This is an optimization exercise on Yosys and OpenROAD, whose aim is small area, a short achievable clock period and few clock cycles per item, not a production implementation.
RTL that was checked went through simulation tests only; none was proved equivalent to the original.
For run 1, only the layout was checked, not whether the RTL still works.
Power is estimated from default activity; no workload was simulated.

==> flow/design.v, too long to show whole: its modules and the start of the top module <==
// module mbf_cfg: 103 lines
// module mbf_window: 61 lines
// module mbf_mac: 73 lines
// module mbf_mul_tree: 974 lines
// module mbf_popcnt14: 32 lines
// module median_blend_filter_unit: 154 lines
module median_blend_filter_unit #(
  parameter int WINDOW_MAX = mbf_pkg::WINDOW_MAX_DEF
) (
  input  logic                              clk,
  input  logic                              rst_n,
  input  logic                              in_valid,
  output logic                              in_ready,
  input  logic [mbf_pkg::SAMPLE_W-1:0]      in_sample,
  output logic                              out_valid,
  input  logic                              out_ready,
  output logic [mbf_pkg::SAMPLE_W-1:0]      out_filtered,
  output logic                              out_valid_res,
  input  logic                              cfg_psel,
  input  logic                              cfg_penable,
  input  logic                              cfg_pwrite,
  input  logic [mbf_pkg::CFG_ADDR_W-1:0]    cfg_paddr,
  input  logic [mbf_pkg::CFG_DATA_W-1:0]    cfg_pwdata,
  output logic [mbf_pkg::CFG_DATA_W-1:0]    cfg_prdata,
  output logic                              cfg_pready
);
  // ...
==> flow/flow/run.sh <==
#!/bin/bash
set -euo pipefail
MARGIN=6.3
sed -e "s/SETUP_SLACK_MARGIN=5 /SETUP_SLACK_MARGIN=$MARGIN /" standard.sh > standard_margin.sh
grep -q "SETUP_SLACK_MARGIN=$MARGIN " standard_margin.sh
bash standard_margin.sh > flow.log 2>&1
==> flow/standard.sh <==
#!/bin/bash
# synth_recipe.tcl (not shown) runs the flow's synth.tcl, then flattens the netlist and writes it again
# the make line also repeats each setting of config.mk as NAME=value (left out here)
make -C /OpenROAD-flow-scripts/flow DESIGN_CONFIG=/design/flow/config.mk WORK_HOME=/design/flow/orfs CLKGATE_MAP_FILE= SYNTH_SCRIPT=/design/flow/synth_recipe.tcl "${@:-finish}"
==> flow/config.mk <==
export PLATFORM = sky130hd
export DESIGN_NAME = median_blend_filter_unit
export DESIGN_NICKNAME = median_blend_filter_unit
export VERILOG_FILES = /design/flow/design.v
export SDC_FILE = /design/flow/constraint.sdc
export NUM_CORES = 4
export LEC_CHECK = 0
export CAP_MARGIN = 20
export CORE_MARGIN = 2
export CORE_UTILIZATION = 40
export SETUP_SLACK_MARGIN = 5
export SLEW_MARGIN = 20
==> flow/constraint.sdc <==
create_clock -name core_clock -period 10.0 [get_ports {clk}]
set_input_delay 2.0000 -clock core_clock [delete_from_list [all_inputs] [get_ports {clk}]]
set_output_delay 2.0000 -clock core_clock [all_outputs]
set_load 0.01 [all_outputs]
==> flow_summary.toml, run 1 <==
[sta]
fin_crit_ps = 4010
rsz0062_at_grt = "yes"
setup_slack_ps = 5990
max_freq_mhz = 249
maxSlewHeadroom_pct = 27.3
min_period_over_period_pct = 40.1
worstMarginPinSlew_ps = 1090

[critical_path]
r2r-start = "u_cfg.bneg_r[5]$_SDFF_PN0_"
worst_setup_path_start_kind = "flip-flop"
cpLargestDelayFamily = "adder cells"
r2r_slack_ps = 5990
critical_path_buf_inv_count = 3

[cells_and_area]
nNetsFinal = 7598
final_cell_mix = "edfxtp_1, ha_1, a22oi_1"
final_core_utilization_pct = 47.1
buffers = 537
dominant-cell-class = "multi-input combinational cells"
multi_input_area_share_pct = 46.8
nClkBuffers = 147

[synth]
synthXorXnorAreaFrac_pct = 5.17
syn_inst = 6202
synth_edf_count = 977
synth_compound_area_share_pct = 15.7
ys.flop_type = "edfxtp_1"
ys_ff_latch = 1071
post-synth-top-count-cell = "edfxtp_1"
synthTopCellsByArea = "edfxtp_1, fa_1, ha_1, a22oi_1, xor2_1"
synth_sequential_area_ratio_pct = 42.8

[grt]
top_usage_layer = "met2"
grt_first_pass_wirelength_mm = 367

[detailed_routing]
wl_met3_mm = 31.7
wl_per_cell_um = 28.4
wl_met1_mm = 98.6

[clock_network]
cts_hold_buf = 0
postCtsSetupBuffers = 243
cts_tree = "built"

[power_and_ir_drop]
power_leader = "combinational logic"
pwr-share-seq_pct = 33.0
comb_power_w = 0.00812
p_int_w = 0.0117

[run_status]
status = "timing/DRC/antenna clean"

[worst_hold_path]
min_from = "u_mac.s1_r[20]$_DFFE_PN_"

[place]
hpwl_mm = 167
==> module mbf_cfg, before the edit <==
module mbf_cfg (
  input  logic                                clk,
  input  logic                                rst_n,
  input  logic                                psel,
  input  logic                                penable,
  input  logic                                pwrite,
  input  logic [mbf_pkg::CFG_ADDR_W-1:0]      paddr,
  input  logic [mbf_pkg::CFG_DATA_W-1:0]      pwdata,
  output logic [mbf_pkg::CFG_DATA_W-1:0]      prdata,
  output logic                                pready,
  output logic [4:0]                          n_eff,      
  output logic [14:0]                         old_msk,    
  output logic [3:0]                          k_lo,       
  output logic [3:0]                          k_lo_m1,    
  output logic [3:0]                          k_hi,
  output logic [3:0]                          k_hi_m1,
  output logic [mbf_pkg::NBOOTH-1:0]          bneg,       
  output logic [mbf_pkg::NBOOTH-1:0]          bone,
  output logic [mbf_pkg::NBOOTH-1:0]          btwo
);
  logic [mbf_pkg::LEN_REG_W-1:0] len_r;
  logic [mbf_pkg::WEIGHT_W-1:0]  weight_r;
  logic                          wr_en;
  assign pready = 1'b1;
  assign wr_en  = psel && penable && pwrite;
  always_ff @(posedge clk) begin
    if (!rst_n) begin
      len_r    <= mbf_pkg::LEN_RESET;
      weight_r <= mbf_pkg::WEIGHT_RESET;
    end else if (wr_en) begin
      if (paddr[2]) weight_r <= pwdata[mbf_pkg::WEIGHT_W-1:0];
      else          len_r    <= pwdata[mbf_pkg::LEN_REG_W-1:0];
    end
  end
  logic rd_sel_r;
  always_ff @(posedge clk) begin
    rd_sel_r <= paddr[2];
  end
  assign prdata = rd_sel_r ? mbf_pkg::CFG_DATA_W'(weight_r) : mbf_pkg::CFG_DATA_W'(len_r);
  function automatic logic [4:0] clamp_len(logic [4:0] l);
    if (l == 5'd0)       clamp_len = 5'd1;
    else if (l > 5'd16)  clamp_len = 5'd16;
    else                 clamp_len = l;
  endfunction
  logic [4:0]  len_src, n_d;
  logic [16:0] w_src, w_sat;
  logic [18:0] w_ext;
  logic [3:0]  klo_d, khi_d;
  logic [14:0] msk_d;
  logic [mbf_pkg::NBOOTH-1:0] bneg_d, bone_d, btwo_d;
  always_comb begin
    len_src = len_r;
    w_src   = weight_r;
    n_d     = clamp_len(len_src);
    klo_d   = 4'((n_d - 5'd1) >> 1);
    khi_d   = 4'(n_d >> 1);
    for (int j = 0; j < 15; j++) msk_d[j] = (5'(j) < (n_d - 5'd1));
    w_sat = (w_src > mbf_pkg::ONE_Q16) ? mbf_pkg::ONE_Q16 : w_src;
    w_ext = {1'b0, w_sat, 1'b0};
    for (int i = 0; i < mbf_pkg::NBOOTH; i++) begin
      bneg_d[i] = w_ext[2*i+2] && !(w_ext[2*i+1] && w_ext[2*i]);
      bone_d[i] = w_ext[2*i+1] ^ w_ext[2*i];
      btwo_d[i] = (w_ext[2*i+2] && !w_ext[2*i+1] && !w_ext[2*i]) ||
                  (!w_ext[2*i+2] && w_ext[2*i+1] && w_ext[2*i]);
    end
  end
  logic [4:0]  n_r;
  logic [14:0] msk_r;
  logic [3:0]  klo_r, klo_m1_r, khi_r, khi_m1_r;
  logic [mbf_pkg::NBOOTH-1:0] bneg_r, bone_r, btwo_r;
  always_ff @(posedge clk) begin
    if (!rst_n) begin
      n_r      <= 5'd5;
      msk_r    <= 15'b000_0000_0000_1111;
      klo_r    <= 4'd2;
      klo_m1_r <= 4'd1;
      khi_r    <= 4'd2;
      khi_m1_r <= 4'd1;
      bneg_r   <= mbf_pkg::NBOOTH'(1 << 7);
      bone_r   <= mbf_pkg::NBOOTH'(1 << 8);
      btwo_r   <= mbf_pkg::NBOOTH'(1 << 7);
    end else begin
    n_r      <= n_d;
    msk_r    <= msk_d;
    klo_r    <= klo_d;
    klo_m1_r <= (klo_d == 4'd0) ? 4'd15 : klo_d - 4'd1;
    khi_r    <= khi_d;
    khi_m1_r <= (khi_d == 4'd0) ? 4'd15 : khi_d - 4'd1;
    bneg_r   <= bneg_d;
    bone_r   <= bone_d;
    btwo_r   <= btwo_d;
    end
  end
  assign n_eff   = n_r;
  assign old_msk = msk_r;
  assign k_lo    = klo_r;
  assign k_lo_m1 = klo_m1_r;
  assign k_hi    = khi_r;
  assign k_hi_m1 = khi_m1_r;
  assign bneg    = bneg_r;
  assign bone    = bone_r;
  assign btwo    = btwo_r;
endmodule
==> module mbf_window, before the edit <==
module mbf_window (
  input  logic                           clk,
  input  logic                           ins,         
  input  logic                           adv,         
  input  logic [31:0]                    x,
  input  logic [14:0]                    old_msk,
  input  logic [3:0]                     k_lo,
  input  logic [3:0]                     k_lo_m1,
  input  logic [3:0]                     k_hi,
  input  logic [3:0]                     k_hi_m1,
  output logic [15:0][31:0]              hist,
  output logic [14:0]                    sel_lo,    
  output logic [14:0]                    sel_hi
);
  logic [15:0][31:0] hist_r;
  logic [15:0][15:0] prec_r;      
  logic [14:0] c_new;              
  logic [14:0][3:0] q;
  logic [14:0] lo_old, hi_old;
  logic [14:0] sel_lo_r, sel_hi_r;
  always_comb begin
    for (int j = 0; j < 15; j++) begin
      c_new[j] = {~hist_r[j][31], hist_r[j][30:0]} < {~x[31], x[30:0]};
    end
  end
  logic [14:0][13:0] pc_in;
  always_comb begin
    for (int i = 0; i < 15; i++) begin
      for (int j = 0; j < 15; j++) begin
        if (j > i)      pc_in[i][j-1] = old_msk[j] & prec_r[i][j];
        else if (j < i) pc_in[i][j]   = old_msk[j] & !prec_r[j][i];
      end
    end
  end
  for (genvar g = 0; g < 15; g++) begin : g_pc
    mbf_popcnt14 u_pc (.a(pc_in[g]), .y(q[g]));
  end
  always_comb begin
    for (int i = 0; i < 15; i++) begin
      lo_old[i] = old_msk[i] && (c_new[i] ? (q[i] == k_lo) : (q[i] == k_lo_m1));
      hi_old[i] = old_msk[i] && (c_new[i] ? (q[i] == k_hi) : (q[i] == k_hi_m1));
    end
  end
  always_ff @(posedge clk) begin
    if (ins) begin
      hist_r[0] <= x;
      for (int i = 1; i < 16; i++) hist_r[i] <= hist_r[i-1];
      for (int j = 1; j < 16; j++) prec_r[0][j] <= c_new[j-1];
      for (int i = 1; i < 16; i++)
        for (int j = i + 1; j < 16; j++)
          prec_r[i][j] <= prec_r[i-1][j-1];
    end
    if (adv) begin
      sel_lo_r <= lo_old;
      sel_hi_r <= hi_old;
    end
  end
  assign hist   = hist_r;
  assign sel_lo = sel_lo_r;
  assign sel_hi = sel_hi_r;
endmodule
==> module mbf_mac, before the edit <==
module mbf_mac (
  input  logic                           clk,
  input  logic                           adv,
  input  logic [15:0][31:0]              hist,
  input  logic [14:0]                    sel_lo,    
  input  logic [14:0]                    sel_hi,
  input  logic [mbf_pkg::NBOOTH-1:0]     bneg,
  input  logic [mbf_pkg::NBOOTH-1:0]     bone,
  input  logic [mbf_pkg::NBOOTH-1:0]     btwo,
  output logic [31:0]                    blend
);
  logic [31:0] lo_o, hi_o, lo, hi, s;
  logic        lo_x, hi_x;
  logic [33:0] t_sum, t_cy;
  logic [33:0] ts_r, tc_r;
  logic [31:0] s1_r;
  always_comb begin
    logic [33:0] lo_e, hi_e, ns_e;
    lo_o = '0;
    hi_o = '0;
    for (int i = 0; i < 15; i++) begin
      lo_o = lo_o | (hist[i+1] & {32{sel_lo[i]}});
      hi_o = hi_o | (hist[i+1] & {32{sel_hi[i]}});
    end
    lo_x = ~|sel_lo;
    hi_x = ~|sel_hi;
    s    = hist[0];
    lo   = lo_x ? s : lo_o;
    hi   = hi_x ? s : hi_o;
    lo_e  = {{2{lo[31]}}, lo};
    hi_e  = {{2{hi[31]}}, hi};
    ns_e  = ~{s[31], s, 1'b0};
    t_sum = lo_e ^ hi_e ^ ns_e;
    t_cy  = {((lo_e[32:0] & hi_e[32:0]) | (lo_e[32:0] & ns_e[32:0]) | (hi_e[32:0] & ns_e[32:0])), 1'b1};
  end
  always_ff @(posedge clk) begin
    if (adv) begin
      ts_r <= t_sum;
      tc_r <= t_cy;
      s1_r <= s;
    end
  end
  logic [33:0] d2;
  logic [32:0] d_r;
  logic [31:0] s_r;
  assign d2 = ts_r + tc_r;
  always_ff @(posedge clk) begin
    if (adv) begin
      d_r <= d2[33:1];
      s_r <= s1_r;
    end
  end
  logic [31:0] row_a, row_b, a_r, b_r;
  logic        c16, c16_r;
  mbf_mul_tree u_tree (
    .d     (d_r),
    .s     (s_r),
    .bneg  (bneg),
    .bone  (bone),
    .btwo  (btwo),
    .row_a (row_a),
    .row_b (row_b),
    .c16   (c16)
  );
  always_ff @(posedge clk) begin
    if (adv) begin
      a_r   <= row_a;
      b_r   <= row_b;
      c16_r <= c16;
    end
  end
  assign blend = a_r + b_r + 32'(c16_r);
endmodule
==> module median_blend_filter_unit, before the edit <==
module median_blend_filter_unit #(
  parameter int WINDOW_MAX = mbf_pkg::WINDOW_MAX_DEF
) (
  input  logic                              clk,
  input  logic                              rst_n,
  input  logic                              in_valid,
  output logic                              in_ready,
  input  logic [mbf_pkg::SAMPLE_W-1:0]      in_sample,
  output logic                              out_valid,
  input  logic                              out_ready,
  output logic [mbf_pkg::SAMPLE_W-1:0]      out_filtered,
  output logic                              out_valid_res,
  input  logic                              cfg_psel,
  input  logic                              cfg_penable,
  input  logic                              cfg_pwrite,
  input  logic [mbf_pkg::CFG_ADDR_W-1:0]    cfg_paddr,
  input  logic [mbf_pkg::CFG_DATA_W-1:0]    cfg_pwdata,
  output logic [mbf_pkg::CFG_DATA_W-1:0]    cfg_prdata,
  output logic                              cfg_pready
);
  logic [4:0]  n_eff;
  logic [14:0] old_msk;
  logic [3:0]  k_lo, k_lo_m1, k_hi, k_hi_m1;
  logic [mbf_pkg::NBOOTH-1:0] bneg, bone, btwo;
  logic        adv;
  logic [31:0] x_r;
  logic        xv_r;
  logic [4:0]  fill_r;
  logic        cv_r, cfull_r;
  logic        c2v_r, c2full_r;
  logic        dv_r, dfull_r;
  logic        ev_r, efull_r;
  logic        ov_r, sv_r, rdy_r;
  logic [31:0] o_data_r, s_data_r;
  logic        o_res_r, s_res_r;
  logic [15:0][31:0] hist;
  logic [14:0] sel_lo, sel_hi;
  logic [31:0] blend;
  logic        ins;
  logic [4:0]  fill_inc;
  logic        push, pop;
  logic [31:0] new_data;
  logic        new_res;
  mbf_cfg u_cfg (
    .clk     (clk),
    .rst_n   (rst_n),
    .psel    (cfg_psel),
    .penable (cfg_penable),
    .pwrite  (cfg_pwrite),
    .paddr   (cfg_paddr),
    .pwdata  (cfg_pwdata),
    .prdata  (cfg_prdata),
    .pready  (cfg_pready),
    .n_eff   (n_eff),
    .old_msk (old_msk),
    .k_lo    (k_lo),
    .k_lo_m1 (k_lo_m1),
    .k_hi    (k_hi),
    .k_hi_m1 (k_hi_m1),
    .bneg    (bneg),
    .bone    (bone),
    .btwo    (btwo)
  );
  mbf_window u_window (
    .clk     (clk),
    .ins     (ins),
    .adv     (adv),
    .x       (x_r),
    .old_msk (old_msk),
    .k_lo    (k_lo),
    .k_lo_m1 (k_lo_m1),
    .k_hi    (k_hi),
    .k_hi_m1 (k_hi_m1),
    .hist    (hist),
    .sel_lo  (sel_lo),
    .sel_hi  (sel_hi)
  );
  mbf_mac u_mac (
    .clk    (clk),
    .adv    (adv),
    .hist   (hist),
    .sel_lo (sel_lo),
    .sel_hi (sel_hi),
    .bneg   (bneg),
    .bone   (bone),
    .btwo   (btwo),
    .blend  (blend)
  );
  assign adv      = !sv_r;
  assign in_ready = rdy_r;     
  assign ins      = adv && xv_r;
  assign fill_inc = (fill_r == 5'd16) ? fill_r : fill_r + 5'd1;
  always_ff @(posedge clk) begin
    if (adv) x_r <= in_sample;
  end
  always_ff @(posedge clk) begin
    if (!rst_n) begin
      xv_r   <= 1'b0;
      fill_r <= '0;
      cv_r   <= 1'b0;
      c2v_r  <= 1'b0;
      dv_r   <= 1'b0;
      ev_r   <= 1'b0;
    end else if (adv) begin
      xv_r <= in_valid;
      if (xv_r) fill_r <= fill_inc;
      cv_r  <= xv_r;
      c2v_r <= cv_r;
      dv_r  <= c2v_r;
      ev_r <= dv_r;
    end
  end
  always_ff @(posedge clk) begin
    if (adv) begin
      cfull_r  <= (fill_inc >= n_eff);
      c2full_r <= cfull_r;
      dfull_r  <= c2full_r;
      efull_r <= dfull_r;
    end
  end
  assign push     = adv && ev_r;
  assign pop      = ov_r && out_ready;
  assign new_data = efull_r ? blend : '0;
  assign new_res  = efull_r;
  always_ff @(posedge clk) begin
    if (!rst_n) begin
      ov_r  <= 1'b0;
      sv_r  <= 1'b0;
      rdy_r <= 1'b1;
    end else begin
      ov_r  <= (ov_r && !pop) || push || sv_r;
      sv_r  <= (sv_r && !pop) || (ov_r && !pop && push);
      rdy_r <= !((sv_r && !pop) || (ov_r && !pop && push));
    end
  end
  always_ff @(posedge clk) begin
    if (sv_r) begin
      if (pop) begin
        o_data_r <= s_data_r;
        o_res_r  <= s_res_r;
      end
    end else if (push && (!ov_r || pop)) begin
      o_data_r <= new_data;
      o_res_r  <= new_res;
    end
    if (push && ov_r && !pop) begin
      s_data_r <= new_data;
      s_res_r  <= new_res;
    end
  end
  assign out_valid     = ov_r;
  assign out_filtered  = o_data_r;
  assign out_valid_res = o_res_r;
endmodule
==> run 2, diff against run 1 <==
--- a/flow/design.v
+++ b/flow/design.v
@@ -40,21 +40,21 @@
     if (!rst_n) begin
       len_r    <= mbf_pkg::LEN_RESET;
       weight_r <= mbf_pkg::WEIGHT_RESET;
     end else if (wr_en) begin
       if (paddr[2]) weight_r <= pwdata[mbf_pkg::WEIGHT_W-1:0];
       else          len_r    <= pwdata[mbf_pkg::LEN_REG_W-1:0];
     end
   end
-  logic rd_sel_r;
+  logic [mbf_pkg::WEIGHT_W-1:0] prdata_r;
   always_ff @(posedge clk) begin
-    rd_sel_r <= paddr[2];
+    prdata_r <= paddr[2] ? weight_r : mbf_pkg::WEIGHT_W'(len_r);
   end
-  assign prdata = rd_sel_r ? mbf_pkg::CFG_DATA_W'(weight_r) : mbf_pkg::CFG_DATA_W'(len_r);
+  assign prdata = mbf_pkg::CFG_DATA_W'(prdata_r);
   function automatic logic [4:0] clamp_len(logic [4:0] l);
     if (l == 5'd0)       clamp_len = 5'd1;
     else if (l > 5'd16)  clamp_len = 5'd16;
     else                 clamp_len = l;
   endfunction
   logic [4:0]  len_src, n_d;
   logic [16:0] w_src, w_sat;
   logic [18:0] w_ext;
@@ -128,17 +128,17 @@
   output logic [14:0]                    sel_lo,    
   output logic [14:0]                    sel_hi
 );
   logic [15:0][31:0] hist_r;
   logic [15:0][15:0] prec_r;      
   logic [14:0] c_new;              
   logic [14:0][3:0] q;
   logic [14:0] lo_old, hi_old;
-  logic [14:0] sel_lo_r, sel_hi_r;
+  logic [14:0][3:0] q_r;
   always_comb begin
     for (int j = 0; j < 15; j++) begin
       c_new[j] = {~hist_r[j][31], hist_r[j][30:0]} < {~x[31], x[30:0]};
     end
   end
   logic [14:0][13:0] pc_in;
   always_comb begin
     for (int i = 0; i < 15; i++) begin
@@ -148,54 +148,53 @@
       end
     end
   end
   for (genvar g = 0; g < 15; g++) begin : g_pc
     mbf_popcnt14 u_pc (.a(pc_in[g]), .y(q[g]));
   end
   always_comb begin
     for (int i = 0; i < 15; i++) begin
-      lo_old[i] = old_msk[i] && (c_new[i] ? (q[i] == k_lo) : (q[i] == k_lo_m1));
-      hi_old[i] = old_msk[i] && (c_new[i] ? (q[i] == k_hi) : (q[i] == k_hi_m1));
+      lo_old[i] = old_msk[i] && (prec_r[0][i+1] ? (q_r[i] == k_lo) : (q_r[i] == k_lo_m1));
+      hi_old[i] = old_msk[i] && (prec_r[0][i+1] ? (q_r[i] == k_hi) : (q_r[i] == k_hi_m1));
     end
   end
   always_ff @(posedge clk) begin
     if (ins) begin
       hist_r[0] <= x;
       for (int i = 1; i < 16; i++) hist_r[i] <= hist_r[i-1];
       for (int j = 1; j < 16; j++) prec_r[0][j] <= c_new[j-1];
       for (int i = 1; i < 16; i++)
         for (int j = i + 1; j < 16; j++)
           prec_r[i][j] <= prec_r[i-1][j-1];
     end
     if (adv) begin
-      sel_lo_r <= lo_old;
-      sel_hi_r <= hi_old;
+      q_r <= q;
     end
   end
   assign hist   = hist_r;
-  assign sel_lo = sel_lo_r;
-  assign sel_hi = sel_hi_r;
+  assign sel_lo = lo_old;
+  assign sel_hi = hi_old;
 endmodule
 module mbf_mac (
   input  logic                           clk,
   input  logic                           adv,
   input  logic [15:0][31:0]              hist,
   input  logic [14:0]                    sel_lo,    
   input  logic [14:0]                    sel_hi,
   input  logic [mbf_pkg::NBOOTH-1:0]     bneg,
   input  logic [mbf_pkg::NBOOTH-1:0]     bone,
   input  logic [mbf_pkg::NBOOTH-1:0]     btwo,
+  input  logic [1:0]                     s_pos,     
   output logic [31:0]                    blend
 );
   logic [31:0] lo_o, hi_o, lo, hi, s;
   logic        lo_x, hi_x;
   logic [33:0] t_sum, t_cy;
   logic [33:0] ts_r, tc_r;
-  logic [31:0] s1_r;
   always_comb begin
     logic [33:0] lo_e, hi_e, ns_e;
     lo_o = '0;
     hi_o = '0;
     for (int i = 0; i < 15; i++) begin
       lo_o = lo_o | (hist[i+1] & {32{sel_lo[i]}});
       hi_o = hi_o | (hist[i+1] & {32{sel_hi[i]}});
     end
@@ -209,63 +208,74 @@
     ns_e  = ~{s[31], s, 1'b0};
     t_sum = lo_e ^ hi_e ^ ns_e;
     t_cy  = {((lo_e[32:0] & hi_e[32:0]) | (lo_e[32:0] & ns_e[32:0]) | (hi_e[32:0] & ns_e[32:0])), 1'b1};
   end
   always_ff @(posedge clk) begin
     if (adv) begin
       ts_r <= t_sum;
       tc_r <= t_cy;
-      s1_r <= s;
     end
   end
   logic [33:0] d2;
   logic [32:0] d_r;
-  logic [31:0] s_r;
   assign d2 = ts_r + tc_r;
   always_ff @(posedge clk) begin
     if (adv) begin
       d_r <= d2[33:1];
-      s_r <= s1_r;
     end
   end
+  logic [31:0] s_d;
+  always_comb begin
+    case (s_pos)
+      2'd1:    s_d = hist[1];
+      2'd2:    s_d = hist[2];
+      default: s_d = hist[0];
+    endcase
+  end
   logic [31:0] row_a, row_b, a_r, b_r;
-  logic        c16, c16_r;
+  logic [3:0]  gen16, prop16, gen16_r, prop16_r;
+  logic        c16;
   mbf_mul_tree u_tree (
     .d     (d_r),
-    .s     (s_r),
+    .s     (s_d),
     .bneg  (bneg),
     .bone  (bone),
     .btwo  (btwo),
     .row_a (row_a),
     .row_b (row_b),
-    .c16   (c16)
+    .gen16 (gen16),
+    .prop16(prop16)
   );
   always_ff @(posedge clk) begin
     if (adv) begin
       a_r   <= row_a;
       b_r   <= row_b;
-      c16_r <= c16;
+      gen16_r  <= gen16;
+      prop16_r <= prop16;
     end
   end
-  assign blend = a_r + b_r + 32'(c16_r);
+  assign c16 = gen16_r[3] | (prop16_r[3] & (gen16_r[2] | (prop16_r[2] &
+               (gen16_r[1] | (prop16_r[1] & gen16_r[0])))));
+  assign blend = a_r + b_r + 32'(c16);
 endmodule
 module mbf_mul_tree (
   input  logic [32:0] d,
   input  logic [31:0] s,
   input  logic [8:0]  bneg,
   input  logic [8:0]  bone,
   input  logic [8:0]  btwo,
   output logic [31:0] row_a,
   output logic [31:0] row_b,
-  output logic        c16
+  output logic [3:0]  gen16,    
+  output logic [3:0]  prop16    
 );
   logic m_1, m_2, m_3, m_4, m_5, m_6, m_7, m_8, m_9, m_10, m_11, m_12, m_13, m_14, m_15, m_16, m_17, m_18, m_19, m_20, m_21, m_22, m_23, m_24, m_25, m_26, m_27, m_28, m_29, m_30, m_31, m_32, m_33, m_34, m_35, m_36, m_37, m_38, m_39, m_40, m_41, m_42, m_43, m_44, m_45, m_46, m_47, m_48, m_49, m_50, m_51, m_52, m_53, m_54, m_55, m_56, m_57, m_58, m_59, m_60, m_61, m_62, m_63, m_64, m_65, m_66, m_67, m_68, m_69, m_70, m_71, m_72, m_73, m_74, m_75, m_76, m_77, m_78, m_79, m_80, m_81, m_82, m_83, m_84, m_85, m_86, m_87, m_88, m_89, m_90, m_91, m_92, m_93, m_94, m_95, m_96, m_97, m_98, m_99, m_100, m_101, m_102, m_103, m_104, m_105, m_106, m_107, m_108, m_109, m_110, m_111, m_112, m_113, m_114, m_115, m_116, m_117, m_118, m_119, m_120, m_121, m_122, m_123, m_124, m_125, m_126, m_127, m_128, m_129, m_130, m_131, m_132, m_133, m_134, m_135, m_136, m_137, m_138, m_139, m_140, m_141, m_142, m_143, m_144, m_145, m_146, m_147, m_148, m_149, m_150, m_151, m_152, m_153, m_154, m_155, m_156, m_157, m_158, m_159, m_160, m_161, m_162, m_163, m_164, m_165, m_166, m_167, m_168, m_169, m_170, m_171, m_172, m_173, m_174, m_175, m_176, m_177, m_178, m_179, m_180, m_181, m_182, m_183, m_184, m_185, m_186, m_187, m_188, m_189, m_190, m_191, m_192, m_193, m_194, m_195, m_196, m_197, m_198, m_199, m_200, m_201, m_202, m_203, m_204, m_205, m_206, m_207, m_208, m_209, m_210, m_211, m_212, m_213, m_214, m_215, m_216, m_217, m_218, m_219, m_220, m_221, m_222, m_223, m_224, m_225, m_226, m_227, m_228, m_229, m_230, m_231, m_232, m_233, m_234, m_235, m_236, m_237, m_238, m_239, m_240, m_241, m_242, m_243, m_244, m_245, m_246, m_247, m_248, m_249, m_250, m_251, m_252, m_253, m_254, m_255, m_256, m_257, m_258, m_259, m_260, m_261, m_262, m_263, m_264, m_265, m_266, m_267, m_268, m_269, m_270, m_271, m_272, m_273, m_274, m_275, m_276, m_277, m_278, m_279, m_280, m_281, m_282, m_283, m_284, m_285, m_286, m_287, m_288, m_289, m_290, m_291, m_292, m_293, m_294, m_295, m_296, m_297, m_298, m_299, m_300, m_301, m_302, m_303, m_304, m_305, m_306, m_307, m_308, m_309, m_310, m_311, m_312, m_313, m_314, m_315, m_316, m_317, m_318, m_319, m_320, m_321, m_322, m_323, m_324, m_325, m_326, m_327, m_328, m_329, m_330, m_331, m_332, m_333, m_334, m_335, m_336, m_337, m_338, m_339, m_340, m_341, m_342, m_343, m_344, m_345, m_346, m_347, m_348, m_349, m_350, m_351, m_352, m_353, m_354, m_355, m_356, m_357, m_358, m_359, m_360, m_361, m_362, m_363, m_364, m_365, m_366, m_367, m_368, m_369, m_370, m_371, m_372, m_373, m_374, m_375, m_376, m_377, m_378, m_379, m_380, m_381, m_382, m_383, m_384, m_385, m_386, m_387, m_388, m_389, m_390, m_391, m_392, m_393, m_394, m_395, m_396, m_397, m_398, m_399, m_400, m_401, m_402, m_403, m_404, m_405, m_406, m_407, m_408, m_409, m_410, m_411, m_412, m_413, m_414, m_415, m_416, m_417, m_418, m_419, m_420, m_421, m_422, m_423, m_424, m_425, m_426, m_427, m_428, m_429, m_430, m_431, m_432, m_433, m_434, m_435, m_436, m_437, m_438, m_439, m_440, m_441, m_442, m_443, m_444, m_445, m_446, m_447, m_448, m_449, m_450, m_451, m_452, m_453, m_454, m_455, m_456, m_457, m_458, m_459, m_460, m_461, m_462, m_463, m_464, m_465, m_466, m_467, m_468, m_469, m_470, m_471, m_472, m_473, m_474, m_475, m_476, m_477, m_478, m_479, m_480, m_481, m_482, m_483, m_484, m_485, m_486, m_487, m_488, m_489, m_490, m_491, m_492, m_493, m_494, m_495, m_496, m_497, m_498, m_499, m_500, m_501, m_502, m_503, m_504, m_505, m_506, m_507, m_508, m_509, m_510, m_511, m_512, m_513, m_514, m_515, m_516, m_517, m_518, m_519, m_520, m_521, m_522, m_523, m_524, m_525, m_526, m_527, m_528, m_529, m_530, m_531, m_532, m_533, m_534, m_535, m_536, m_537, m_538, m_539, m_540, m_541, m_542, m_543, m_544, m_545, m_546, m_547, m_548, m_549, m_550, m_551, m_552, m_553, m_554, m_555, m_556, m_557, m_558, m_559, m_560, m_561, m_562, m_563, m_564, m_565, m_566, m_567, m_568, m_569, m_570, m_571, m_572, m_573, m_574, m_575, m_576, m_577, m_578, m_579, m_580, m_581, m_582, m_583, m_584, m_585, m_586, m_587, m_588, m_589, m_590, m_591, m_592, m_593, m_594, m_595, m_596, m_597, m_598, m_599, m_600, m_601, m_602, m_603, m_604, m_605, m_606, m_607, m_608, m_609, m_610, m_611, m_612, m_613, m_614, m_615, m_616, m_617, m_618, m_619, m_620, m_621, m_622, m_623, m_624, m_625, m_626, m_627, m_628, m_629, m_630, m_631, m_632, m_633, m_634, m_635, m_636, m_637, m_638, m_639, m_640, m_641, m_642, m_643, m_644, m_645, m_646, m_647, m_648, m_649, m_650, m_651, m_652, m_653, m_654, m_655, m_656, m_657, m_658, m_659, m_660, m_661, m_662, m_663, m_664, m_665, m_666, m_667, m_668, m_669, m_670, m_671, m_672, m_673, m_674, m_675, m_676, m_677, m_678, m_679, m_680, m_681, m_682, m_683, m_684, m_685, m_686, m_687, m_688, m_689, m_690, m_691, m_692, m_693, m_694, m_695, m_696, m_697, m_698, m_699, m_700, m_701, m_702, m_703, m_704, m_705, m_706, m_707, m_708, m_709, m_710, m_711, m_712, m_713, m_714, m_715, m_716, m_717, m_718, m_719, m_720, m_721, m_722, m_723, m_724, m_725, m_726, m_727, m_728, m_729, m_730, m_731, m_732, m_733, m_734, m_735, m_736, m_737, m_738, m_739, m_740, m_741, m_742, m_743, m_744, m_745, m_746, m_747, m_748, m_749, m_750, m_751, m_752, m_753, m_754, m_755, m_756, m_757, m_758, m_759, m_760, m_761, m_762, m_763, m_764, m_765, m_766, m_767, m_768, m_769, m_770, m_771, m_772, m_773, m_774, m_775, m_776, m_777, m_778, m_779, m_780, m_781, m_782, m_783, m_784, m_785, m_786, m_787, m_788, m_789, m_790, m_791, m_792, m_793, m_794, m_795, m_796, m_797, m_798, m_799, m_800, m_801, m_802, m_803, m_804, m_805, m_806, m_807, m_808, m_809, m_810, m_811, m_812, m_813, m_814, m_815, m_816, m_817, m_818, m_819, m_820, m_821, m_822, m_823, m_824, m_825, m_826, m_827, m_828, m_829, m_830, m_831, m_832, m_833, m_834, m_835, m_836, m_837, m_838, m_839, m_840, m_841, m_842, m_843, m_844, m_845, m_846, m_847, m_848, m_849, m_850, m_851, m_852, m_853, m_854, m_855, m_856, m_857, m_858, m_859, m_860;
   logic [47:0] ra, rb;
-  logic [16:0] lo_sum;
+  logic [3:0][4:0] nib;
   assign m_1 = (bneg[0] ^ ((btwo[0] & 1'b0) | (bone[0] & d[0])));
   assign m_2 = (bneg[0] ^ ((btwo[0] & d[0]) | (bone[0] & d[1])));
   assign m_3 = (bneg[0] ^ ((btwo[0] & d[1]) | (bone[0] & d[2])));
   assign m_4 = (bneg[0] ^ ((btwo[0] & d[2]) | (bone[0] & d[3])));
   assign m_5 = (bneg[0] ^ ((btwo[0] & d[3]) | (bone[0] & d[4])));
   assign m_6 = (bneg[0] ^ ((btwo[0] & d[4]) | (bone[0] & d[5])));
   assign m_7 = (bneg[0] ^ ((btwo[0] & d[5]) | (bone[0] & d[6])));
   assign m_8 = (bneg[0] ^ ((btwo[0] & d[6]) | (bone[0] & d[7])));
@@ -1212,18 +1222,21 @@
   assign ra[44] = m_852;
   assign rb[44] = m_853;
   assign ra[45] = m_854;
   assign rb[45] = m_855;
   assign ra[46] = m_856;
   assign rb[46] = m_857;
   assign ra[47] = m_858;
   assign rb[47] = m_859;
-  assign lo_sum = {1'b0, ra[15:0]} + {1'b0, rb[15:0]};
-  assign c16 = lo_sum[16];
+  for (genvar g = 0; g < 4; g++) begin : g_nib
+    assign nib[g]    = {1'b0, ra[4*g +: 4]} + {1'b0, rb[4*g +: 4]};
+    assign gen16[g]  = nib[g][4];
+    assign prop16[g] = &(ra[4*g +: 4] ^ rb[4*g +: 4]);
+  end
   assign row_a = ra[47:16];
   assign row_b = rb[47:16];
 endmodule
 module mbf_popcnt14 (
   input  logic [13:0] a,
   output logic [3:0]  y
 );
   logic p_1, p_2, p_3, p_4, p_5, p_6, p_7, p_8, p_9, p_10, p_11, p_12, p_13, p_14, p_15, p_16, p_17, p_18, p_19, p_20, p_21, p_22;
@@ -1335,16 +1348,17 @@
     .clk    (clk),
     .adv    (adv),
     .hist   (hist),
     .sel_lo (sel_lo),
     .sel_hi (sel_hi),
     .bneg   (bneg),
     .bone   (bone),
     .btwo   (btwo),
+    .s_pos  (2'(cv_r) + 2'(c2v_r)),
     .blend  (blend)
   );
   assign adv      = !sv_r;
   assign in_ready = rdy_r;     
   assign ins      = adv && xv_r;
   assign fill_inc = (fill_r == 5'd16) ? fill_r : fill_r + 5'd1;
   always_ff @(posedge clk) begin
     if (adv) x_r <= in_sample;
==> flow/flow/run.sh (replaced) <==
#!/bin/bash
set -euo pipefail
MARGIN=6.5
sed -e "s/SETUP_SLACK_MARGIN=5 /SETUP_SLACK_MARGIN=$MARGIN /" standard.sh > standard_margin.sh
grep -q "SETUP_SLACK_MARGIN=$MARGIN " standard_margin.sh
bash standard_margin.sh > flow.log 2>&1
==> flow/config.mk (replaced) <==
export PLATFORM = sky130hd
export DESIGN_NAME = median_blend_filter_unit
export DESIGN_NICKNAME = median_blend_filter_unit
export VERILOG_FILES = /design/flow/design.v
export SDC_FILE = /design/flow/constraint.sdc
export NUM_CORES = 4
export LEC_CHECK = 0
export CAP_MARGIN = 20
export CORE_MARGIN = 2
export CORE_UTILIZATION = 55
export PLACE_DENSITY = 0.65
export SETUP_SLACK_MARGIN = 5
export SLEW_MARGIN = 20
==> run 2 against run 1 <==
Effect of this change:
- critical path depth rose by 1
- area after synthesis fell by 0.46%
- core utilization rose by 18 points
- clock power rose by 2%
- via count rose by 3.2%
- sequential power barely moved
- highest routed layer unchanged
==> flow_summary.toml, run 2 <==
[grt]
antenna_found_initial = 17
track_usage_pct = 37.8
first_global_vias = 55600
grt_max_degree = 156
grt_first_pass_wirelength_mm = 376
grt.overflow.total = 0

[clock_network]
cts_hold_buf = 0
numClockSinks = 1060
clock_path_buffers = 3
htreeDepth = 3
cts_tree = "built"
insertion_delay_ps = 790
clock-root-buffer = "clkbuf_16"
clkTransAtPathRegs_ps = 70
cts_made_buffers = 117

[cells_and_area]
layout-drive-gt1-share_pct = 16.4
final_common_cell = "edfxtp_1"
regMostFlops = "u_window.hist_r"
final_cell_mix = "edfxtp_1, ha_1, inv_1"
area_growth_pct = 18.4
reg_top3 = "u_window.hist_r: 512 flops, u_window.prec_r: 106 flops, u_window.q_r: 60 flops"
nNetsFinal = 7603
largest_register_ffs = 512
n_fill_cell = 9786
fin_cells = 8356

[critical_path]
worst_path_most_repeated_cell = "fa_1"
cp_cell_sequence = "buf_12 -> buf_4 -> a22oi_2 -> xor2_1 -> fa_1 -> fa_2 -> inv_2 -> fa_2 -> inv_2 -> fa_1 -> inv_1 -> fa_1"
crit_path_end_kind = "flip-flop"
cp_data_arrival_time_ps = 4340
critPathKind = "flip-flop to flip-flop"
cpLargestDelayFamily = "adder cells"
cp_slowest_stage_delay_ps = 550
crit_required_ps = 10490
crit_fanout = 7
worst_setup_path_start_kind = "flip-flop"
critPathSlowestCell = "fa_2"
critical_path_buf_inv_count = 5

[power_and_ir_drop]
p_sw_w = 0.00827
pwr-share-seq_pct = 29.8
combinationalPowerShare_pct = 47.9
sw_frac_of_total_pct = 39.2
p_int_w = 0.0128
clock_power_share_pct = 22.3
p_leak_nw = 34.4
ir_drop_uv = 194
power.density_nw_per_um2 = 246

[detailed_routing]
num_vias = 57600
avgViaCountPerCell = 6.90
firstDrtPassIters = 13
drtIter0Drc = 9561
drc = 0
antenna_left = 0
wl_per_cell_um = 32.3
routed_wl_mm = 270

[run_status]
status = "timing/DRC/antenna clean"

[place]
port_buffers = 108
hpwl_mm = 157
place_inst = 7807
routabilityCongestion = 0.964

[synth]
synthTopCellsByArea = "edfxtp_1, fa_1, ha_1, a22oi_1, dfxtp_1"
synth_edf_count = 950
synth.top_cells.by_count = "edfxtp_1, ha_1, a22oi_1"
ys.flop_type = "edfxtp_1"
syn_inst = 6207
synth_area_um2 = 72600
synth_sequential_area_ratio_pct = 42.3
synth_warnings = 4
synth.top_cell.area_share_pct = 39.3
synthArstFlopShare_pct = 0
ys_types = 84
post-synth-top-area-cell = "edfxtp_1"
ys_ff_latch = 1060
post-synth-top-count-cell = "edfxtp_1"
avgSynthCellArea_um2 = 11.7

[floorplanning]
rows = 133
die_area_um2 = 135000
ios = 142
die_y_um = 367
core_area_um2 = 131000
die-width_um = 367
start_util_pct = 55.3

[sta]
fin_crit_ps = 3850
hold_viol_final = 0
slew_violations = 0
skew_ps = 56.8
maxSlewHeadroom_pct = 19.3
rsz0062_at_grt = "yes"
max_freq_mhz = 260
setup_viol = 0
final.setup.tns_ps = 0
min_period_over_period_pct = 38.5
worstMarginPinSlew_ps = 1210

[job]
cap_violations = 0

[worst_hold_path]
hold_path_class = "flip-flop to flip-flop"
run 2: cell types whose count changed after synthesis, moves of 39 or more:
| cell | change |
|---|---|
| inv_1 | +39 |
| clkbuf_1 | -65 |
| nand2_1 | -60 |
| nor2_1 | +77 |
| a211oi_1 | -66 |
| nand2b_1 | +45 |
run 2: power groups by stage:
stage | sequential [W] | combinational (W) | clock, W
6_report | 0.00629 | 0.0101 | 0.00472
3_5_place_dp | 0.00660 | 0.00729 | 0
5_1_grt | 0.00632 | 0.0107 | 0.00489
4_1_cts | 0.00626 | 0.00865 | 0.00473
2_1_floorplan | 0.00613 | 0.00526 | 0
3_3_place_gp | 0.00660 | 0.00714 | 0
run 2: layout make-up:
class                   instances  area (µm²)  share of cell area, %
diodes                          8        20.0                 0.0233
flip-flops and latches       1060       30800                   35.9
clock buffers                 150        3240                   3.77
well taps                    1755        2200                   2.55
inverters                     541        2070                   2.40
multi-input cells            4244       40300                   46.9
repair buffers                530        6450                   7.50
clock inverters                68         870                   1.01
run 2: kinds of logic after synthesis:
family / count (synthesis) / share of synthesized area (%)
and+or+nand+nor: 1088 / 7.80
other: 2 / 0.0103
muxes: 160 / 2.25
DFF: 1060 / 42.3
AOI/OAI and AO/OA: 1485 / 14.9
xor gates and xnor gates: 459 / 5.53
adders and majority gates: 1035 / 22.2
buffers and inverters: 918 / 4.95
run 2: routing by layer:
layer,GRT usage (%),share of wire (%),up-vias
met5,0,0.19,-
met4,20.0,7.6,28
met3,12.5,15,1361
met2,54.2,41,4812
met1,50.9,37,28000
li1,-,-,23400
run 2: stage by stage:
step,utilization [%],hold slack [ps],power (W),setup WS [ps],area (µm²)
final,65.5,419,0.0211,6150,86000
after global placement,57.7,407,0.0137,4900,75700
after global routing,65.5,429,0.0219,6070,86000
after CTS,63.4,420,0.0196,6250,83300
after detailed placement,57.7,405,0.0139,4890,75700
after floorplan,-,400,0.0114,6320,73600
run 2: what timing repair did:
item                       in CTS  in global routing
resized for setup             383                297
buffers inserted              163                116
setup endpoints to repair     451                370
pin swaps                      71                176
gates cloned                   23                 21
run 2: worst paths after layout:
path | cells past startpoint | endpoint | slack, ps | start
setup / recovery | 12 | u_mac.b_r[6]$_DFFE_PN_ | 6150 | u_mac.d_r[16]$_DFFE_PN_
hold / removal | 0 | efull_r$_DFFE_PN_ | 420 | dfull_r$_DFFE_PN_
setup reg to reg | 12 | u_mac.b_r[6]$_DFFE_PN_ | 6150 | u_mac.d_r[16]$_DFFE_PN_
hold reg to reg | 0 | efull_r$_DFFE_PN_ | 420 | dfull_r$_DFFE_PN_
Testbench counts of run 2, summed over its fixed seeds: cycles 5,088, items 4,800.
==> run 3, diff against run 2 <==
--- a/flow/config.mk
+++ b/flow/config.mk
@@ -8,6 +8,8 @@
 export CAP_MARGIN = 20
 export CORE_MARGIN = 2
-export CORE_UTILIZATION = 55
-export PLACE_DENSITY = 0.65
+export CORE_UTILIZATION = 60
+export CTS_CLUSTER_DIAMETER = 100
+export CTS_CLUSTER_SIZE = 20
+export PLACE_DENSITY = 0.7
 export SETUP_SLACK_MARGIN = 5
 export SLEW_MARGIN = 20
==> run 3 against run 2 <==
Effect of this change:
- still clean on timing, DRC and antenna
- clock skew shrank 7.8 ps
- via count down 1.5%
- first-iteration DRC count fell by 1.8%
- area after synthesis is the same
- flip-flop and latch count is the same
- die area is 8.2% lower
- critical path type unchanged
- largest cell class unchanged
- largest power group unchanged
==> flow_summary.toml, run 3 <==
[cells_and_area]
layout-drive-gt1-share_pct = 15.5
final_cell_mix = "edfxtp_1, ha_1, a22oi_1"
final_common_cell = "edfxtp_1"
largest_register_ffs = 512
reg_top3 = "u_window.hist_r: 512 flops, u_window.prec_r: 106 flops, u_window.q_r: 60 flops"
regMostFlops = "u_window.hist_r"
nNetsFinal = 7536
area_growth_pct = 14.7
fin_area_um2 = 83300
fin_cells = 8072

[sta]
fin_crit_ps = 3940
final.setup.tns_ps = 0
rsz0062_at_grt = "yes"
slew_violations = 0
skew_ps = 49.0
maxSlewHeadroom_pct = 14.4
min_period_over_period_pct = 39.4
max_freq_mhz = 254
hold_viol_final = 0
setup_viol = 0
worstMarginPinSlew_ps = 1280

[critical_path]
critical_path_buf_inv_count = 2
worst_setup_path_start_kind = "flip-flop"
crit_path_end_kind = "flip-flop"
critPathKind = "flip-flop to flip-flop"
r2r-start = "x_r[1]$_DFFE_PN_"
crit_required_ps = 10480
critPathSlowestCell = "a221oi_2"
crit_fanout = 5
r2r_cells = 12
regToRegEndpoint = "u_window.prec_r[8]$_DFFE_PP_"
r2r_slack_ps = 6060
cpLargestDelayFamily = "compound AO/OA/AOI/OAI gates"
cp_slowest_stage_delay_ps = 670
cp_data_arrival_time_ps = 4420
cp_cell_sequence = "clkinvlp_4 -> buf_8 -> ha_1 -> a21o_1 -> a21o_1 -> a21oi_2 -> nor2b_1 -> o21ai_1 -> a21oi_2 -> a221oi_4 -> o211ai_1 -> a221oi_2"

[clock_network]
insertion_delay_ps = 770
clock_path_buffers = 3
htreeDepth = 2
clock-root-buffer = "clkbuf_16"
numClockSinks = 1060
cts_tree = "built"
clkTransAtPathRegs_ps = 100
cts_made_buffers = 59

[synth]
synthTopCellsByArea = "edfxtp_1, fa_1, ha_1, a22oi_1, dfxtp_1"
syn_inst = 6207
synth_area_um2 = 72600
synth.top_cells.by_count = "edfxtp_1, ha_1, a22oi_1"
ys.flop_type = "edfxtp_1"
post-synth-top-area-cell = "edfxtp_1"
synth.top_cell.area_share_pct = 39.3
synthArstFlopShare_pct = 0
synth_edf_count = 950
synth_sequential_area_ratio_pct = 42.3
avgSynthCellArea_um2 = 11.7
synth_warnings = 4
ys_ff_latch = 1060
post-synth-top-count-cell = "edfxtp_1"
ys_types = 84

[power_and_ir_drop]
p_leak_nw = 33.1
power.density_nw_per_um2 = 222
ir_drop_uv = 192

[run_status]
status = "timing/DRC/antenna clean"

[worst_hold_path]
hold_path_class = "flip-flop to flip-flop"
min_to = "efull_r$_DFFE_PN_"
min_from = "dfull_r$_DFFE_PN_"
whs_path_depth = 0

[floorplanning]
ios = 142
core_area_um2 = 120000
rows = 127
die_area_um2 = 124000
die_y_um = 352
start_util_pct = 60.5
die-width_um = 352

[detailed_routing]
num_vias = 56800
drc = 0
wl_per_cell_um = 32.6
avgViaCountPerCell = 7.03
firstDrtPassIters = 13
antenna_left = 0
routed_wl_mm = 263
drtIter0Drc = 9390

[grt]
grt_first_pass_wirelength_mm = 366
first_global_vias = 54700
grt_max_degree = 189
antenna_found_initial = 11
track_usage_pct = 39.9
grt.overflow.total = 0

[place]
hpwl_mm = 155
routabilityCongestion = 0.974
port_buffers = 108
place_inst = 7655
place_area_um2 = 75500

[job]
cap_violations = 0
## run 3: cell counts after synthesis
Identical to the previous run, type by type.
## run 3: logic make-up (layout without fill, tap and decap cells)
| logic type | Yosys count | count (layout) | share of synthesized area (%) |
|---|---|---|---|
| compound gates | 1485 | 1485 | 14.9 |
| xor+xnor | 459 | 459 | 5.53 |
| fa+ha+maj | 1035 | 1035 | 22.2 |
| buf+inv | 918 | 1149 | 4.95 |
| flops | 1060 | 1060 | 42.3 |
| mux | 160 | 160 | 2.25 |
| other cells | 2 | 24 | 0.0103 |
| simple gates | 1088 | 1088 | 7.80 |
## run 3: worst max path at each step
stage          depth (start not counted)  slack (ps)                       from                           end
6_report                              12        6060           x_r[1]$_DFFE_PN_  u_window.prec_r[8]$_DFFE_PP_
5_1_grt                               13        6010    u_mac.d_r[10]$_DFFE_PN_    u_mac.gen16_r[3]$_DFFE_PN_
4_1_cts                               12        6260           x_r[1]$_DFFE_PN_  u_window.prec_r[8]$_DFFE_PP_
3_5_place_dp                          11        5320           x_r[1]$_DFFE_PN_  u_window.prec_r[8]$_DFFE_PP_
3_3_place_gp                          11        5340  u_cfg.klo_r[1]$_SDFF_PN1_      u_mac.ts_r[22]$_DFFE_PN_
2_1_floorplan                         14        6320     u_mac.d_r[9]$_DFFE_PN_    u_mac.gen16_r[3]$_DFFE_PN_
## run 3: layer usage
layer | routed length, µm | track usage (%)
met1 | 93100 | 52.3
met2 | 109000 | 57.7
met3 | 38700 | 12.6
met4 | 22300 | 24.6
met5 | 176 | 0.192
## run 3: report_power, final
group	leakage, nW	internal [W]	switching, W
clock network	0.797	0.00110	0.00153
registers	10.2	0.00583	0.000486
logic	22.0	0.00390	0.00568
total	33.1	0.0108	0.00770
## run 3: timing repair
| action | 4_1_cts | 5_1_grt |
|---|---|---|
| hold buffers | 0 | 0 |
| setup buffers | 163 | 125 |
| pin swaps | 87 | 227 |
| gates resized for setup | 441 | 271 |
| setup endpoints to repair | 247 | 165 |
| endpoints found under the hold margin | 0 | 0 |
| gates cloned | 17 | 18 |
## run 3: worst register-to-register path: cells and delay by family (launching register included)
kind / cells / cell delay, ps
simple gates: 1 / 80
fa+ha+maj: 1 / 270
compound gates: 8 / 2430
flops: 1 / 570
buf+inv: 2 / 320
## run 3: area by class of cell
type,instances,area [µm²]
diodes,8,20.0
clock buffers,80,1580
clock inverters,6,58.8
fillers,8534,36700
inverters,541,2080
multi-input cells,4243,40600
flip-flops and latches,1060,30900
well taps,1612,2020
repair buffers,522,6140
## run 3: stage by stage
step                util (%)  total power, W  worst slack, ps  hold WS [ps]
floorplan                  -          0.0114             6320           400
detailed placement      62.9          0.0139             5320           405
global placement        62.9          0.0137             5340           403
CTS                     67.2          0.0173             6260           425
global route            69.4          0.0192             6010           450
finish                  69.4          0.0185             6060           426

[afterwards: timing with drivers on the ports]
No port has a modelled driver above. Below, the same layouts with a new extraction and two added sets of constraints.
Step 1: set_driving_cell puts a clkbuf_16 on clk and a buf_2 on each other input, an assumption about the parent block.
Step 2, shift: input delay + t, output delay - t, t = (earliest + latest rising clock arrival at the registers) / 2. This alone moves slack from input paths to output paths.
Three values: ideal, step 1, step 2; two values: the first two.
run	shift t [ns]	setup WS [ns]	hold slack, ns	latest minus earliest clock arrival (ns)
run 1	0.844	5.990 / 5.990 / 5.959	0.408 / 0.408 / 0.408	0.045 / 0.046
run 2	0.845	6.151 / 6.151 / 5.939	0.419 / 0.419 / 0.419	0.057 / 0.057
run 3	0.821	6.060 / 6.060 / 6.060	0.426 / 0.426 / 0.426	0.054 / 0.054
After both steps every run listed still meets setup and hold. For run 2, which loses most, drivers alone change the setup slack by 0.000 ns; drivers and shift together by -0.212 ns.
